Background: an optimization exercise with open tools, aiming at small area and a short achievable clock period. Do not read the settings as production practice.
The RTL of this run was laid out without a check of its function.
Power is estimated from default activity; no workload was simulated.

### design/flow/design.v
package sync_ram_fifo_pkg;
    localparam int FIFO_DEF_DATA_WIDTH = 8;
    localparam int FIFO_DEF_DEPTH      = 256;
    localparam int FIFO_AFULL_MARGIN   = 4;
    localparam int FIFO_DEF_AEMPTY_LVL = 4;
    localparam int FIFO_MIN_DEPTH      = 4;
    function automatic bit is_pow2(input int v);
        is_pow2 = (v > 0) && ((v & (v - 1)) == 0);
    endfunction
endpackage
module fifo_mem #(
    parameter int DATA_WIDTH = 8,
    parameter int DEPTH      = 256
) (
    input  logic                     clk,
    input  logic                     rst,
    input  logic                     we,
    input  logic [$clog2(DEPTH)-1:0] waddr,
    input  logic [DATA_WIDTH-1:0]    wdata,
    input  logic                     re,
    input  logic [$clog2(DEPTH)-1:0] raddr,
    output logic [DATA_WIDTH-1:0]    rdata
);
    localparam int AW = $clog2(DEPTH);
    localparam int NG = (DEPTH + 2) / 3;
    logic [DATA_WIDTH-1:0] mem [DEPTH];
    logic [DATA_WIDTH-1:0] rdata_q;
    logic [DATA_WIDTH-1:0] rword;
    logic [3*NG-1:0]       rsel;
    logic [DATA_WIDTH-1:0] slice_n [NG];
    always_ff @(posedge clk) begin
        if (we) begin
            mem[waddr] <= wdata;
        end
    end
    always_comb begin
        rsel = '0;
        for (int i = 0; i < DEPTH; i++) begin
            rsel[i] = (raddr == i[AW-1:0]);
        end
    end
    for (genvar g = 0; g < NG; g++) begin : g_slice
        for (genvar b = 0; b < DATA_WIDTH; b++) begin : g_bit
            logic [2:0] d;
            for (genvar k = 0; k < 3; k++) begin : g_word
                if (3 * g + k < DEPTH) begin : g_on
                    assign d[k] = mem[3 * g + k][b];
                end else begin : g_off
                    assign d[k] = 1'b0;
                end
            end
            fifo_aoi3 u_aoi (
                .d (d),
                .s (rsel[3*g +: 3]),
                .y (slice_n[g][b])
            );
        end
    end
    always_comb begin
        rword = '0;
        for (int g = 0; g < NG; g++) begin
            rword = rword | ~slice_n[g];
        end
    end
    always_ff @(posedge clk) begin
        if (rst) begin
            rdata_q <= '0;
        end else if (re) begin
            rdata_q <= rword;
        end
    end
    assign rdata = rdata_q;
endmodule
module fifo_aoi3 (
    input  logic [2:0] d,
    input  logic [2:0] s,
    output logic       y
);
    assign y = ~|(d & s);
endmodule
module sync_ram_fifo
#(
    parameter int DATA_WIDTH = sync_ram_fifo_pkg::FIFO_DEF_DATA_WIDTH,
    parameter int DEPTH      = sync_ram_fifo_pkg::FIFO_DEF_DEPTH,
    parameter int AFULL_LVL  = DEPTH - sync_ram_fifo_pkg::FIFO_AFULL_MARGIN,
    parameter int AEMPTY_LVL = sync_ram_fifo_pkg::FIFO_DEF_AEMPTY_LVL
) (
    input  logic                       clk,
    input  logic                       rst,
    input  logic                       wr_en,
    input  logic [DATA_WIDTH-1:0]      data_in,
    input  logic                       rd_en,
    output logic [DATA_WIDTH-1:0]      data_out,
    output logic                       full,
    output logic                       empty,
    output logic [$clog2(DEPTH):0]     count,
    output logic                       overflow,
    output logic                       underflow
    ,
    output logic                       almost_full,
    output logic                       almost_empty
);
    localparam int AW = $clog2(DEPTH);
    localparam int PW = AW + 1;
    if (!sync_ram_fifo_pkg::is_pow2(DEPTH) || DEPTH < sync_ram_fifo_pkg::FIFO_MIN_DEPTH ||
        AFULL_LVL < 0 || AFULL_LVL > DEPTH ||
        AEMPTY_LVL < 0 || AEMPTY_LVL > DEPTH) begin : g_bad_cfg
        $error("sync_ram_fifo: illegal DEPTH or threshold");
    end
    logic [AW-1:0] wr_ptr_q;
    logic [AW-1:0] rd_ptr_q;
    logic [PW-1:0] cnt_q;
    logic          full_q;
    logic          empty_q;
    logic          afull_q;
    logic          aempty_q;
    logic          overflow_q;
    logic          underflow_q;
    logic          wr_ok;
    logic          rd_ok;
    logic          inc;
    logic          dec;
    always_comb begin
        wr_ok = wr_en && !full_q;
        rd_ok = rd_en && !empty_q;
        inc   = wr_ok && !rd_ok;
        dec   = rd_ok && !wr_ok;
    end
    always_ff @(posedge clk) begin
        if (rst) begin
            wr_ptr_q    <= '0;
            rd_ptr_q    <= '0;
            cnt_q       <= '0;
            full_q      <= 1'b0;
            empty_q     <= 1'b1;
            afull_q     <= 1'b0;
            aempty_q    <= 1'b1;
            overflow_q  <= 1'b0;
            underflow_q <= 1'b0;
        end else begin
            if (wr_ok) wr_ptr_q <= wr_ptr_q + 1'b1;
            if (rd_ok) rd_ptr_q <= rd_ptr_q + 1'b1;
            if (inc) begin
                cnt_q    <= cnt_q + 1'b1;
                full_q   <= (cnt_q == PW'(DEPTH - 1));
                empty_q  <= 1'b0;
                afull_q  <= (cnt_q >= PW'(AFULL_LVL - 1));
                aempty_q <= (cnt_q <= PW'(AEMPTY_LVL - 1));
            end else if (dec) begin
                cnt_q    <= cnt_q - 1'b1;
                full_q   <= 1'b0;
                empty_q  <= (cnt_q == PW'(1));
                afull_q  <= (cnt_q >= PW'(AFULL_LVL + 1));
                aempty_q <= (cnt_q <= PW'(AEMPTY_LVL + 1));
            end
            overflow_q  <= wr_en && full_q;
            underflow_q <= rd_en && empty_q;
        end
    end
    assign count     = cnt_q;
    assign full      = full_q;
    assign empty     = empty_q;
    assign overflow  = overflow_q;
    assign underflow = underflow_q;
    assign almost_full  = afull_q;
    assign almost_empty = aempty_q;
    fifo_mem #(
        .DATA_WIDTH (DATA_WIDTH),
        .DEPTH      (DEPTH)
    ) u_mem (
        .clk   (clk),
        .rst   (rst),
        .we    (!full_q),
        .waddr (wr_ptr_q),
        .wdata (data_in),
        .re    (rd_ok),
        .raddr (rd_ptr_q),
        .rdata (data_out)
    );
endmodule
### design/flow/run.sh
#!/bin/bash
# synth_recipe.tcl (not shown) runs the flow's synth.tcl, then flattens the netlist and writes it again
# the make line also repeats each setting of config.mk as NAME=value (left out here)
make -C /OpenROAD-flow-scripts/flow DESIGN_CONFIG=/design/flow/config.mk WORK_HOME=/design/flow/orfs CLKGATE_MAP_FILE= SYNTH_SCRIPT=/design/flow/synth_recipe.tcl finish
### design/flow/config.mk
export PLATFORM = sky130hd
export DESIGN_NAME = sync_ram_fifo
export DESIGN_NICKNAME = sync_ram_fifo
export VERILOG_FILES = /design/flow/design.v
export SDC_FILE = /design/flow/constraint.sdc
export NUM_CORES = 4
export LEC_CHECK = 0
export CAP_MARGIN = 20
export CORE_MARGIN = 2
export CORE_UTILIZATION = 30
export SLEW_MARGIN = 20
export SYNTH_HIERARCHICAL = 1
export SYNTH_MINIMUM_KEEP_SIZE = 0
### design/flow/constraint.sdc
create_clock -name core_clock -period 6.0 [get_ports {clk}]
set_input_delay 1.2000 -clock core_clock [delete_from_list [all_inputs] [get_ports {clk}]]
set_output_delay 1.2000 -clock core_clock [all_outputs]
set_load 0.01 [all_outputs]
==> run notes <==
vias in the first global route 41,214; # Post-CTS Setup Buffers 0; mean post-synth cell area 19.3 µm²; Fin. Hold Viols 0; Synth Flop Type edfxtp_1; r2r startpoint rd_ptr_q[3]$_SDFFE_PP0P_; minimum clock period 4540 ps; Worst Skew 57.5 ps; Setup TNS 0 ps; DIE AREA 0.252 mm²; # H-tree levels 4; GRT Residual Overflow 0; PnR Total Power 0.0291 W; Seq pwr share 55.2%; area grow syn2layout 15.3%; Min-Delay Path Depth 2; sequential area share after synthesis 83.6%; WL final 215 mm; Comb power frac 2.2%; Worst path slowest cell nor4_1; worst path bufs/invs 0; fin crit share 75.6%; Hold EP afull_q$_SDFFE_PP0P_; Critical Path Source rd_ptr_q[3]$_SDFFE_PP0P_; Setup crit end kind flop; CTS resizes 0; Rel. slew slack 22.7%; FMAX 220 MHz; FF-to-FF End u_mem.rdata_q[4]$_SDFFE_PP0P_; Std-Cell Rows 182; CTS Hold Bufs 0; critical path class flop to flop; Cells after DPL 7,225; placer congestion estimate 0.867; vias per cell 5.70; WP data arrival 5250 ps; I/O Pins 35; IO Port Bufs 34; status no timing/DRC/antenna violations; Clock Power Share 42.6%; clk latency of the worst-skew pair 860 ps; Worst Tran Pin Value 1160 ps; clk buf depth 3; worst-path fanout max 14; starting density of the core 30.2%; fin. max-slew vios 0; GRT Resource Usage Total 16.5%; DIE HEIGHT 502 µm; P_sw 0.00600 W; placed instance area 0.0794 mm²; Syn Inst Count 3,863; Reg area 0.0623 mm²; fillcell total 23,003; first-pass GRT wire length 304 mm; # clock sinks 2,087; Place WS 1570 ps; number of synthesized flops with an enable pin 2,048; most frequent cells in the layout edfxtp_1 (2,048), a222oi_1 (688), nor2_1 (553); yosys warns 9; share of layout cells above drive strength 1 8.99%; pin count of the biggest net entering global routing 176; drt wl/cell 28.4 µm; Sw Ratio 20.6%; Worst EP required 6710 ps; PwrDens 339 mW/mm²; max incr delay on CP 970 ps; Nets 4,125; via count 43,133; Multi-input gate area 0.0120 mm²; fin area 0.0859 mm²; #FFs+latches synth 2,087; Cell Chain, Critical Path and2b_1, nand3_2, nor2_1, a222oi_1, nand4_1, nor4_1, and4_1, a31oi_1; mapped cell area 0.0745 mm²; hold crit path type flop to flop; Die W 502 µm; final number of setup-violating endpoints 0; DR DRC count 0; min-delay src afull_q$_SDFFE_PP0P_; Synth async-reset ratio 0%; TritonCTS Buffers 191; root buffer cell clkbuf_16; CTS tree done; worst reg-to-reg path cell count 8; max capacitance violation total 0; DR iter-0 viols 9,319; Routed Antenna Nets 0; peak supply drop 0.403 mV; core area 0.246 mm²; CP top delay family simple AND/OR/NAND/NOR gates; final HPWL from detailed placement 133 mm; Final WS setup 1460 ps; FF-to-FF setup slack 1460 ps; fin cells 7,573; crit path launch type flop; unique cell type count in the Yosys netlist 49; RSZ-0062 raised after global routing no; drt first pass iters 15; P_leak 25.4 nW; Internal 0.0231 W; most common cell after layout, fill and taps aside edfxtp_1; initial antenna violation count 18; clock-pin slew on the worst setup and hold paths 70 ps
## power by group through the flow
stage	registers, W	logic, W	clock network [W]
2_1_floorplan	0.0164	0.000173	0
3_3_place_gp	0.0164	0.000622	0
3_5_place_dp	0.0164	0.000635	0
4_1_cts	0.0161	0.000635	0.0125
5_1_grt	0.0161	0.000674	0.0131
6_report	0.0161	0.000643	0.0124
## kinds of logic (layout without fill, tap and decap cells)
| group | after synthesis | count (layout) | synth area share, % |
|---|---|---|---|
| DFF | 2087 | 2087 | 83.6 |
| xor gates and xnor gates | 20 | 20 | 0.235 |
| AOI/OAI and AO/OA | 727 | 727 | 9.61 |
| muxes | 3 | 3 | 0.0403 |
| buffers and inverters | 91 | 457 | 0.578 |
| and+or+nand+nor | 927 | 927 | 5.81 |
| other | 1 | 33 | 0.00503 |
| adders and majority gates | 7 | 7 | 0.118 |
## Yosys stat by module (local to each module, per instance), excerpt
module | area [µm²] | flops+latches | cells
fifo_aoi3 | 10.0 | 0 | 1
sync_ram_fifo | 1520 | 31 | 177
## metal layers
layer | share of wire (%) | wire length (µm) | global-route usage [%]
met1 | 38 | 82200 | 22.3
met2 | 47 | 101000 | 26.2
met3 | 11 | 24500 | 3.61
met4 | 3.5 | 7470 | 5.67
met5 | 0.032 | 68 | 0
## tightest hold or removal path: stages (launching register included)
cell	delay, ps
dfxtp_1	310
inv_1	50
a221oi_1	70
## sequential cells by signal (all words and copies together), names as in the netlist
signal	flops
overflow_q	1
empty_q	1
cnt_q	9
u_mem.rdata_q	8
full_q	1
u_mem.mem	2048
underflow_q	1
wr_ptr_q	8
rd_ptr_q	8
aempty_q	1
afull_q	1
## synthesized netlist by cell type, drive strengths merged (2+ instances only)
| cell type | number | area share [%] |
|---|---|---|
| and4 | 8 | 0.094 |
| or3 | 4 | 0.034 |
| o21ai | 3 | 0.020 |
| a21oi | 10 | 0.067 |
| o21bai | 8 | 0.081 |
| nand3 | 40 | 0.29 |
| nor2 | 557 | 2.8 |
| nor4 | 42 | 0.35 |
| nand4 | 193 | 1.6 |
| or4 | 2 | 0.025 |
| a221oi | 3 | 0.052 |
| xor2 | 14 | 0.16 |
| a222oi | 688 | 9.2 |
| nor2b | 10 | 0.084 |
| clkbuf | 35 | 0.18 |
| mux2i | 3 | 0.040 |
| nand2 | 46 | 0.24 |
| ha | 7 | 0.12 |
| inv | 7 | 0.035 |
| and3 | 5 | 0.042 |
| xnor2 | 6 | 0.071 |
| dfxtp | 39 | 1.0 |
| nand2b | 5 | 0.052 |
| and2b | 9 | 0.091 |
| a31oi | 9 | 0.076 |
| nor3 | 2 | 0.013 |
| buf | 49 | 0.36 |
| edfxtp | 2048 | 83 |
## final cells by class
class	instances	area share (%)
repair buffers	103	1.18
diodes	1	0.00291
clock inverters	116	1.72
clock buffers	231	5.77
well taps	3312	4.83
inverters	7	0.0306
multi-input cells	1716	13.9
flip-flops and latches	2087	72.5
## through the flow
stage	hold WS, ps	util (%)
2_1_floorplan	478	-
4_1_cts	488	34.8
3_5_place_dp	478	32.2
6_report	478	34.9
5_1_grt	510	34.9
3_3_place_gp	467	32.2
## worst max-delay path by stage
stage,endpoint,cells after the start
final,u_mem.rdata_q[4]$_SDFFE_PP0P_,8
after detailed placement,u_mem.rdata_q[4]$_SDFFE_PP0P_,8
after floorplan,cnt_q[7]$_SDFFE_PP0P_,9
after global placement,u_mem.rdata_q[4]$_SDFFE_PP0P_,9
after global routing,u_mem.rdata_q[4]$_SDFFE_PP0P_,8
after CTS,u_mem.rdata_q[4]$_SDFFE_PP0P_,8

-- static timing again, ports no longer ideal --
How much do the figures lean on ideal ports? The routed layout below was timed once more, with nothing changed but the port constraints.
Step 1 (the two cells are an assumption about what drives the block):
set clk [get_ports {clk}]
set_driving_cell -lib_cell sky130_fd_sc_hd__clkbuf_16 $clk
set_driving_cell -lib_cell sky130_fd_sc_hd__buf_2 [delete_from_list [all_inputs] $clk]
Step 2 also shifts input and output timing later by t, the mid clock arrival at the registers, as if the neighbouring blocks saw the same clock.
Three values: ideal, step 1, step 2; two values: the first two.
t (ns): 0.914
setup slack, ns: 1.464 / 1.464 / 1.464
worst setup path at the end: register to register
slew at the worst register clock pin (ns): 0.07 / 0.07
After both steps this run still meets setup and hold. The setup slack of this run moves by 0.000 ns with the drivers and by 0.000 ns with both steps.
